This is an optimization exercise on Yosys and OpenROAD, whose aim is small area, not a production implementation. The RTL was checked by simulation tests, not by an equivalence proof against the original design. Power figures rest on the tool's default switching activity, not on a simulated workload.

$ cat flow/design.v
module ibq_aoi222 (
    input  logic [2:0] a,
    input  logic [2:0] b,
    output logic       y
);
    assign y = ~|(a & b);
endmodule
module ibq_nand2 (
    input  logic a,
    input  logic b,
    output logic y
);
    assign y = ~(a & b);
endmodule
module ibq_nand3 (
    input  logic a,
    input  logic b,
    input  logic c,
    output logic y
);
    assign y = ~(a & b & c);
endmodule
module ibq_aor4 (
    input  logic [3:0] s,
    input  logic [3:0] d,
    output logic       y
);
    logic t0, t1;
    ibq_aoi222 u_a (.a(s[2:0]), .b(d[2:0]), .y(t0));
    ibq_nand2  u_b (.a(s[3]), .b(d[3]), .y(t1));
    ibq_nand2  u_y (.a(t0), .b(t1), .y(y));
endmodule
module ibq_aon8 (
    input  logic [7:0] s,
    input  logic [7:0] d,
    output logic       ny
);
    logic t0, t1;
    ibq_aoi222 u_a (.a(s[2:0]), .b(d[2:0]), .y(t0));
    ibq_aoi222 u_b (.a(s[5:3]), .b(d[5:3]), .y(t1));
    assign ny = t0 & t1 & ~|(s[7:6] & d[7:6]);
endmodule
module ibq_aon7 (
    input  logic [6:0] s,
    input  logic [6:0] d,
    output logic       ny
);
    logic t0, t1;
    ibq_aoi222 u_a (.a(s[2:0]), .b(d[2:0]), .y(t0));
    ibq_aoi222 u_b (.a(s[5:3]), .b(d[5:3]), .y(t1));
    assign ny = t0 & t1 & ~(s[6] & d[6]);
endmodule
module ibq_sel2 (
    input  logic na,
    input  logic nsa,
    input  logic nb,
    input  logic nsb,
    output logic y
);
    assign y = ~((na | nsa) & (nb | nsb));
endmodule
module ib_queue #(
    parameter int FETCH_W = 4,
    parameter int ISSUE_W = 2,
    parameter int DEPTH   = 16,
    parameter int PTAB_W  = 5
) (
    input  logic                         clk,
    input  logic                         rst_,
    input  logic                         flush,
    input  logic                         fetch_valid,
    input  logic [31:0]                  fetch_pc,
    input  logic [FETCH_W*32-1:0]        fetch_insn,
    input  logic [FETCH_W-1:0]           fetch_mask,
    input  logic [FETCH_W-1:0]           fetch_delot,
    input  logic [PTAB_W-1:0]            fetch_ptab_addr,
    input  logic [31:0]                  fetch_branch_pc,
    output logic                         ib_allin,
    output logic [ISSUE_W-1:0]           ib_id_valid,
    output logic [ISSUE_W*32-1:0]        ib_id_pc,
    output logic [ISSUE_W*32-1:0]        ib_id_insn,
    output logic [ISSUE_W*PTAB_W-1:0]    ib_id_ptab_addr,
    output logic [ISSUE_W-1:0]           ib_id_delot_flag,
    input  logic [$clog2(ISSUE_W+1)-1:0] id_take,
    output logic [$clog2(DEPTH+1)-1:0]   ib_count
);
    localparam int EW = 41;
    localparam int PT = 37;      
    localparam int LE = 40;      
    localparam int NL = 14;      
    logic [4:0]    head, count;
    logic [3:0]    lhead, ltail;
    logic [EW-1:0] mem [16];
    logic [27:0]   lpc [NL];
    logic          enq;
    logic          unused_pc_lo;
    assign unused_pc_lo = ^fetch_pc[3:0];
    logic [4:0] tail;
    assign tail     = head + count;
    assign ib_count = count;
    assign ib_allin = count <= 5'd12;
    assign enq      = fetch_valid && ib_allin && !flush;
    logic [1:0] cidx [4];
    logic [2:0] nwords;
    always_comb begin
        logic [2:0] n;
        for (int k = 0; k < 4; k++) cidx[k] = 2'd0;
        n = 3'd0;
        for (int i = 0; i < 4; i++)
            if (fetch_mask[i]) begin
                cidx[n[1:0]] = 2'(i);
                n = n + 3'd1;
            end
        nwords = n;
    end
    logic hi_match;
    assign hi_match = (fetch_pc[31:4] == fetch_branch_pc[31:4]) && (fetch_branch_pc[1:0] == 2'b00);
    logic [1:0]    bsel  [4];
    logic [3:0]    boh   [4];
    logic [EW-1:0] wdata [4];
    for (genvar b = 0; b < 4; b++) begin : g_wb
        logic [1:0] k;
        logic       isbr;
        assign k       = 2'(b) - tail[1:0];
        assign bsel[b] = cidx[k];
        assign boh[b]  = 4'b0001 << bsel[b];
        assign isbr    = hi_match && fetch_branch_pc[3:2] == bsel[b];
        for (genvar x = 0; x < 32; x++) begin : g_insn
            ibq_aor4 u_mux (
                .s(boh[b]),
                .d({fetch_insn[96+x], fetch_insn[64+x], fetch_insn[32+x], fetch_insn[x]}),
                .y(wdata[b][x])
            );
        end
        ibq_aor4 u_dl (.s(boh[b]), .d(fetch_delot), .y(wdata[b][32]));
        assign wdata[b][37:33] = isbr ? fetch_ptab_addr : 5'd0;
        assign wdata[b][39:38] = bsel[b];
        assign wdata[b][LE]    = k == 2'(nwords - 3'd1);
    end
    logic [15:0] wen;
    for (genvar e = 0; e < 16; e++) begin : g_wen
        logic [3:0] d;
        assign d      = 4'(e) - tail[3:0];
        assign wen[e] = ib_allin && d[3:2] == 2'd0;
    end
    logic       le0, le1;
    logic [4:0] hn;
    logic [1:0] nl;
    logic [3:0] lh_add, lt_inc;
    assign hn  = (!rst_ || flush) ? 5'd0 : head + 5'(id_take);
    always_comb begin
        case (id_take)
            2'd1:    nl = {1'b0, le0};
            2'd2:    nl = 2'(le0) + 2'(le1);
            default: nl = 2'd0;
        endcase
    end
    assign lh_add = lhead + 4'(nl);
    assign lt_inc = ltail + 4'd1;
    logic [4:0] cnt_left;
    assign cnt_left = count - 5'(id_take);
    always_ff @(posedge clk) begin
        head <= hn;
        if (!rst_ || flush) begin
            count <= '0;
            ltail <= '0;
            lhead <= '0;
        end else begin
            count <= cnt_left + (enq ? 5'(nwords) : 5'd0);
            if (enq && nwords != 3'd0)
                ltail <= (lt_inc == 4'(NL)) ? 4'd0 : lt_inc;
            if (cnt_left == 5'd0)
                lhead <= ltail;
            else
                lhead <= (lh_add >= 4'(NL)) ? lh_add - 4'(NL) : lh_add;
        end
        for (int e = 0; e < 16; e++)
            if (wen[e])
                mem[e] <= wdata[e % 4];
        lpc[ltail] <= fetch_pc[31:4];
    end
    logic [4:0]    h1;
    logic [7:0]    oe, oo;
    logic [EW-1:0] nev, nov;
    assign h1 = head + 5'd1;
    assign oe = 8'b1 << h1[3:1];
    assign oo = 8'b1 << head[3:1];
    for (genvar x = 0; x < EW; x++) begin : g_rd
        logic [7:0] de, dd;
        for (genvar j = 0; j < 8; j++) begin : g_j
            assign de[j] = mem[2*j][x];
            assign dd[j] = mem[2*j+1][x];
        end
        ibq_aon8 u_e (.s(oe), .d(de), .ny(nev[x]));
        ibq_aon8 u_o (.s(oo), .d(dd), .ny(nov[x]));
    end
    logic [2:0]  lre, lro;
    logic [6:0]  loe, loo;
    logic [27:0] nlev, nlov;
    assign lro = lhead[3:1];
    assign lre = (lhead == 4'(NL - 1)) ? 3'd0 : 3'(lhead[3:1] + 3'(lhead[0]));
    assign loe = 7'b1 << lre;
    assign loo = 7'b1 << lro;
    for (genvar x = 0; x < 28; x++) begin : g_lrd
        logic [6:0] de, dd;
        for (genvar j = 0; j < 7; j++) begin : g_j
            assign de[j] = lpc[2*j][x];
            assign dd[j] = lpc[2*j+1][x];
        end
        ibq_aon7 u_e (.s(loe), .d(de), .ny(nlev[x]));
        ibq_aon7 u_o (.s(loo), .d(dd), .ny(nlov[x]));
    end
    logic br0, br1, ge1, ge2, v0, v1;
    assign br0 = !(head[0] ? nov[PT] : nev[PT]);
    assign br1 = !(head[0] ? nev[PT] : nov[PT]);
    assign le0 = !(head[0] ? nov[LE] : nev[LE]);
    assign le1 = !(head[0] ? nev[LE] : nov[LE]);
    assign ge1 = count != 5'd0;
    assign ge2 = count >= 5'd2;
    assign v0  = ge1 && !(br0 && !ge2);
    assign v1  = ge2 && !br1;
    logic g0e, g0o, g1e, g1o;
    assign g0e = v0 && !head[0];
    assign g0o = v0 &&  head[0];
    assign g1e = v1 &&  head[0];
    assign g1o = v1 && !head[0];
    logic l0e, l0o, l1e, l1o;
    assign l0e = v0 && !lhead[0];
    assign l0o = v0 &&  lhead[0];
    assign l1e = v1 && !(lhead[0] ^ le0);
    assign l1o = v1 &&  (lhead[0] ^ le0);
    logic [39:0] o0, o1;
    logic [27:0] p0, p1;
    for (genvar x = 0; x < 40; x++) begin : g_out
        ibq_sel2 u_0 (.na(nev[x]), .nsa(!g0e), .nb(nov[x]), .nsb(!g0o), .y(o0[x]));
        ibq_sel2 u_1 (.na(nev[x]), .nsa(!g1e), .nb(nov[x]), .nsb(!g1o), .y(o1[x]));
    end
    for (genvar x = 0; x < 28; x++) begin : g_lout
        ibq_sel2 u_0 (.na(nlev[x]), .nsa(!l0e), .nb(nlov[x]), .nsb(!l0o), .y(p0[x]));
        ibq_sel2 u_1 (.na(nlev[x]), .nsa(!l1e), .nb(nlov[x]), .nsb(!l1o), .y(p1[x]));
    end
    assign ib_id_valid      = {v1, v0};
    assign ib_id_insn       = {o1[31:0], o0[31:0]};
    assign ib_id_delot_flag = {o1[32], o0[32]};
    assign ib_id_ptab_addr  = {1'b0, o1[36:33], o0[37:33]};
    assign ib_id_pc         = {p1, o1[39:38], 2'b00, p0, o0[39:38], 2'b00};
endmodule
$ cat flow/flow/run.sh
#!/bin/bash
# Layout flow: the standard ORFS flow (standard.sh) with three settings changed:
#  - abc maps for a 0.5 (instead of 5) output load, so cells at module outputs of the
#    hierarchical synthesis are not upsized (registers are unchanged);
#  - the input and output port buffers are sky130_fd_sc_hd__buf_1;
#  - clock tree synthesis inserts no dummy loads and clusters up to 30 sinks
#    within 100 um per leaf buffer.
# The full make output is in standard.log in the work folder.
set -euo pipefail
bash standard.sh \
  ABC_LOAD_IN_FF=0.5 \
  "BUFFER_PORTS_ARGS=-buffer_cell sky130_fd_sc_hd__buf_1" \
  "CTS_ARGS=-sink_clustering_enable -repair_clock_nets -dont_use_dummy_load -sink_clustering_size 30 -sink_clustering_max_diameter 100" \
  finish > standard.log 2>&1
$ cat flow/standard.sh
#!/bin/bash
# synth_recipe.tcl (not shown) runs the flow's synth.tcl, then flattens the netlist and writes it again
# the make line also repeats each setting of config.mk as NAME=value (left out here)
make -C /OpenROAD-flow-scripts/flow DESIGN_CONFIG=/design/flow/config.mk WORK_HOME=/design/flow/orfs CLKGATE_MAP_FILE= SYNTH_SCRIPT=/design/flow/synth_recipe.tcl "${@:-finish}"
$ cat flow/config.mk
export PLATFORM = sky130hd
export DESIGN_NAME = ib_queue
export DESIGN_NICKNAME = ib_queue
export VERILOG_FILES = /design/flow/design.v
export SDC_FILE = /design/flow/constraint.sdc
export NUM_CORES = 4
export LEC_CHECK = 0
export CAP_MARGIN = 20
export CORE_MARGIN = 2
export CORE_UTILIZATION = 40
export SLEW_MARGIN = 20
export SYNTH_HIERARCHICAL = 1
export SYNTH_MINIMUM_KEEP_SIZE = 0
$ cat flow/constraint.sdc
create_clock -name core_clock -period 6.0 [get_ports {clk}]
set_input_delay 1.2000 -clock core_clock [delete_from_list [all_inputs] [get_ports {clk}]]
set_output_delay 1.2000 -clock core_clock [all_outputs]
set_load 0.01 [all_outputs]
==> run notes <==
- The flow ran to the end and the layout has no timing, DRC or antenna violations.
- The critical path crosses 14 cells after its start point.
- The worst hold path terminates at ltail[1]$_SDFFE_PP0P_.
- At the worst endpoint, the required time is 4.80 ns.
- The power per standard cell area is 388 nW/um^2.
- The number of buffers created by CTS is 43.
- The routed layout has 29900 vias.
- The violation count after the first detailed-routing iteration is 6017.
- Averaged over all synthesized cells, the footprint is 16.3 um^2.
- In this run the deepest clock path goes through 3 buffers.
- The count of boundary I/O pins is 359.
- The flip-flop cell with the highest count after synthesis is edfxtp_1.
- The number of port buffers is 349.
- The final count of pins violating max slew is 0.
- STA classifies the critical path endpoint as an output port.
- For this run, design rule violations remaining after detail routing come to 0.
- Entering global routing, the biggest net connects 42 pins.
- Hold repair after CTS inserted 0 buffers.
- The sequential share of power is 54.9%.
- The worst register-to-register path begins at head[0]$_SDFF_PP0_.
- Counting cells, the worst reg-to-reg path comes to 13.
- At the pin with the least slew margin, the transition time is 1.21 ns.
- The initial utilization of the core area, before any placement, comes to 40.3%.
- The met2 layer wire length in the routed design is 65800 um.
- Data arrives at the worst endpoint at 4.55 ns.
- The analysis attributes to cell leakage a power of 15.5 nW.
- The post-synthesis instance total is 2610.
- After layout, the worst path uses 95.8% of the clock period.
- Once the clock tree was built, the resizer swapped 0 gates to a different size.
- The smallest clock period supported by the final layout is computed as 5.75 ns.
- Clock-pin slew was measured on the worst setup and hold paths at 0.11 ns.
- After detailed routing, no signal wire sits above met5.
- The detailed-placement wirelength estimate is 90900 um.
- The number of setup buffers added after CTS is 0.
- The congestion estimate from routability-driven global placement came to 0.882.
- The number of global-route vias before repair was 28100.
- The clock arrives with 0.0792 ns of skew.
- Of all nets on the critical path, the largest fanout is 40.
- Once layout is complete, the utilization of the core stands at 45.6%.
- The number of cells on the worst hold path is 2.
- Clock latency on the worst-skew pair, taken at its later pin, is 0.65 ns.
- The fraction of final layout cells with drive strength greater than 1 is 8.20%.
- Among the stages of the critical path, the cell type that occurs most often is buf_4.
- After synthesis the netlist holds a flip-flop and latch count of 1065.
- The floorplan step set the die height to 330 um.
- Yosys instantiated no cell more often than edfxtp_1.
- The H-tree was split into 2 levels.
- Yosys attributes the largest share of cell area to edfxtp_1 74%, a222oi_1 9.6%, nand2_1 3.9%.
- The total track usage is 26.5%.
- The maximum frequency from static timing analysis is 174 MHz.
- Setup repair after global routing left no endpoint under its margin.
- The met1 wire length is 57900 um.
- The total of warnings raised by yosys is 17.
- The largest total area in the synthesized netlist belongs to edfxtp_1.
- Of the total power, the share spent switching nets is 32.6%.
- The full die area is 109000 um^2.
- The type of origin of the critical path is a flip-flop.
- Dividing the detail-routed wire length by the instance count gives 33.0 um.
- Across all register-to-register paths, the minimum setup slack is 0.71 ns.
- Cell internal power was estimated by the tool at 0.0126 W.
- VDD sags by at most 269 uV.
- The analysis attributes to net switching a power of 0.00608 W.
- The root buffer cell is clkbuf_16.
- Wire segments on met3 add up to 20200 um in the final route.
- The cell family contributing the most delay on the critical path is compound AO/OA/AOI/OAI gates.
- The first-pass detailed-route iteration total is 22.
- For this design, the slowest cell found on the critical path is dfxtp_1.
- The tightest hold path in the finished design has a slack of 0.543 ns.
- The commonest cells after synthesis are 1048 x edfxtp_1, 438 x nand2_1, 408 x a222oi_1.
- The clock share of power is 18.4%.
- The post-synthesis async set-or-reset flop share is 0%.
- The cell area that synthesis handed to floorplanning was 42500 um^2.
- In this run the worst hold path is classified as reg2reg.
- The vias per cell is 6.64.
- From synthesis to final layout, the design area changed by 13.0%.
- The row count is 119.
- The TritonCTS clock tree is built.
- For this run the aggregate overflow at the end of global routing stands at 0.
- The remaining antenna violation count is 0.
- The worst min-delay path startpoint is ltail[1]$_SDFFE_PP0P_.
- The share of the Yosys chip area taken by registers is 74.8%.
- The placeable core area is 105000 um^2.
- The number of antenna violations at the first check in global routing is 23.
- The total buffers and inverters traversed by the critical path is 4.
- The share of total power dissipated in combinational logic is 26.7%.
- The number of hold-slack violations in the final timing report was 0.
- The worst path meets setup with 0.252 ns of slack.
- The count of unique library cells instantiated by Yosys is 59.
- The count of flip-flops with a built-in enable after synthesis is 1048.
- The start-to-end type of the worst setup path is reg2out.
- The capturing point of the worst reg2reg path is mem[3][17]$_DFFE_PP_.
- Traced cell by cell, the critical path runs through ha_1, nand2_1, nor2_4, a222oi_1, nand2_1, a221oi_1, buf_4, mux2i_1, o21ai_0, buf_4, nand2_2, buf_4, o22ai_1, buf_1.
- The count of clock tree sinks is 1065.
- The first global-routing pass estimated 207000 um of wire.
- The max-cap check violation count is 0.
- The worst relative slew slack is 19.5%.
- The net total in the final layout is 3373.
- The post-placement setup slack is 0.662 ns.
- The fraction of synthesized cell area taken by the top area cell type is 74.0%.
- Summed over all failing endpoints, the final setup total negative slack is 0 ns.
- For this run, the slowest stage of the critical path takes 0.52 ns.
- The die span in x is 330 um.
- The routed design has 149000 um of wire.
- Setup violations remaining at the end of the flow were counted as 0.
power groups by stage:
stage                     clock network [W]  logic, W  registers [W]
final                               0.00342   0.00499         0.0102
after global routing                0.00371   0.00517         0.0103
after CTS                           0.00348   0.00485         0.0102
after detailed placement                  0   0.00483         0.0104
after global placement                    0   0.00479         0.0104
after floorplan                           0   0.00241         0.0104
logic make-up after synthesis:
logic type                 count (synthesis)  synth area share (%)
buffers and inverters                     48                 0.500
DFF                                     1065                  74.8
adders and majority gates                 52                  1.64
xor gates and xnor gates                  64                  1.35
AOI/OAI and AO/OA                        766                  15.3
and+or+nand+nor                          607                  6.23
other                                      1               0.00882
muxes                                      7                 0.165
tightest hold or removal path, cell delays in order (launching register included):
cell and delay, ns:
dfxtp_1 0.38, nand2_1 0.08, a21oi_1 0.05
flip-flops by register name, indices dropped and copies added, names as in the netlist:
signal	flops
count	5
head	4
lhead	4
lpc	392
ltail	4
mem	656
cell type report:
| type | count | area (um^2) |
|---|---|---|
| fill | 9325 | 57300 |
| tap | 1391 | 1740 |
| inverter | 26 | 97.6 |
| timing repair buffer | 473 | 2380 |
| multi-input combinational | 1501 | 11000 |
| antenna | 8 | 20.0 |
| sequential | 1065 | 31800 |
| clock buffer | 43 | 1080 |
layer usage:
metal | up-vias | track usage (%)
met2 | 2179 | 40.9
met1 | 15000 | 36.9
li1 | 12400 | -
met5 | - | 0
met3 | 335 | 7.36
met4 | 34 | 6.97
per-module statistics from Yosys (local to each module, per instance), excerpt:
module | area [um^2] | cells inside
ib_queue | 35100 | 1527
ibq_aon8 | 12.5 | 2
ibq_aoi222 | 10.0 | 1
ibq_aon7 | 8.76 | 2
ibq_sel2 | 6.26 | 1
ibq_nand2 | 3.75 | 1
worst max-delay path by stage:
stage / startpoint / endpoint
4_1_cts: head[2]$_SDFF_PP0_ / ib_id_insn[62]
2_1_floorplan: head[3]$_SDFF_PP0_ / ib_id_delot_flag[0]
3_5_place_dp: fetch_mask[2] / mem[11][28]$_DFFE_PP_
3_3_place_gp: head[2]$_SDFF_PP0_ / ib_id_insn[62]
5_1_grt: head[2]$_SDFF_PP0_ / ib_id_insn[30]
6_report: head[0]$_SDFF_PP0_ / ib_id_insn[7]
stage by stage:
step	instances	power, W	cell area [um^2]
finish	4507	0.0187	48100
global route	4501	0.0192	48100
CTS	4498	0.0186	48000
detailed placement	4455	0.0152	46900
global placement	4455	0.0152	46900
floorplan	2614	0.0128	42600
layout by cell type (no fill, tap or decap), types with 6 or more instances in the layout:
cell / Yosys / routed
a221oi_1: 82 / 82
a222oi_1: 408 / 408
nor2_1: 37 / 18
and2_1: 1 / 13
buf_12: 0 / 11
fa_1: 6 / 6
dfxtp_1: 17 / 16
o22ai_1: 135 / 133
buf_1: 3 / 348
edfxtp_1: 1048 / 1048
a22oi_1: 6 / 6
xor2_1: 39 / 38
nor2_4: 0 / 14
a21o_1: 6 / 6
xnor2_1: 24 / 23
diode_2: 0 / 8
and3_1: 33 / 26
and3_2: 0 / 7
nor2b_1: 14 / 10
clkbuf_16: 0 / 43
nand2_1: 438 / 436
ha_1: 46 / 46
nor3_2: 0 / 8
nand3_1: 7 / 7
a21oi_1: 87 / 80
nor4_1: 8 / 7
inv_1: 26 / 26
o21ai_0: 14 / 14
buf_4: 8 / 112
a21oi_4: 0 / 6
mux2i_1: 7 / 7

[port drivers added, routing unchanged]
No port has a modelled driver above. Below, the same layout with a new extraction and two added sets of constraints. Step 1 sets driving cells, clkbuf_16 on the clock port and buf_2 on the other inputs (assumed; they add their load-dependent delay and slew). Step 2 also shifts input and output timing later by t, the mid clock arrival at the registers, as if the neighbouring blocks saw the same clock. a / b / c = ideal / step 1 / step 2; a / b = the first two.
t (ns): 0.670
setup WS [ns]: 0.252 / 0.188 / 0.430
latest minus earliest clock arrival (ns): 0.100 / 0.100
worst register clock-pin slew, ns: 0.12 / 0.12
After both steps setup and hold are still met in this run. For this run, drivers alone change the setup slack by -0.064 ns; drivers and shift together by +0.178 ns.
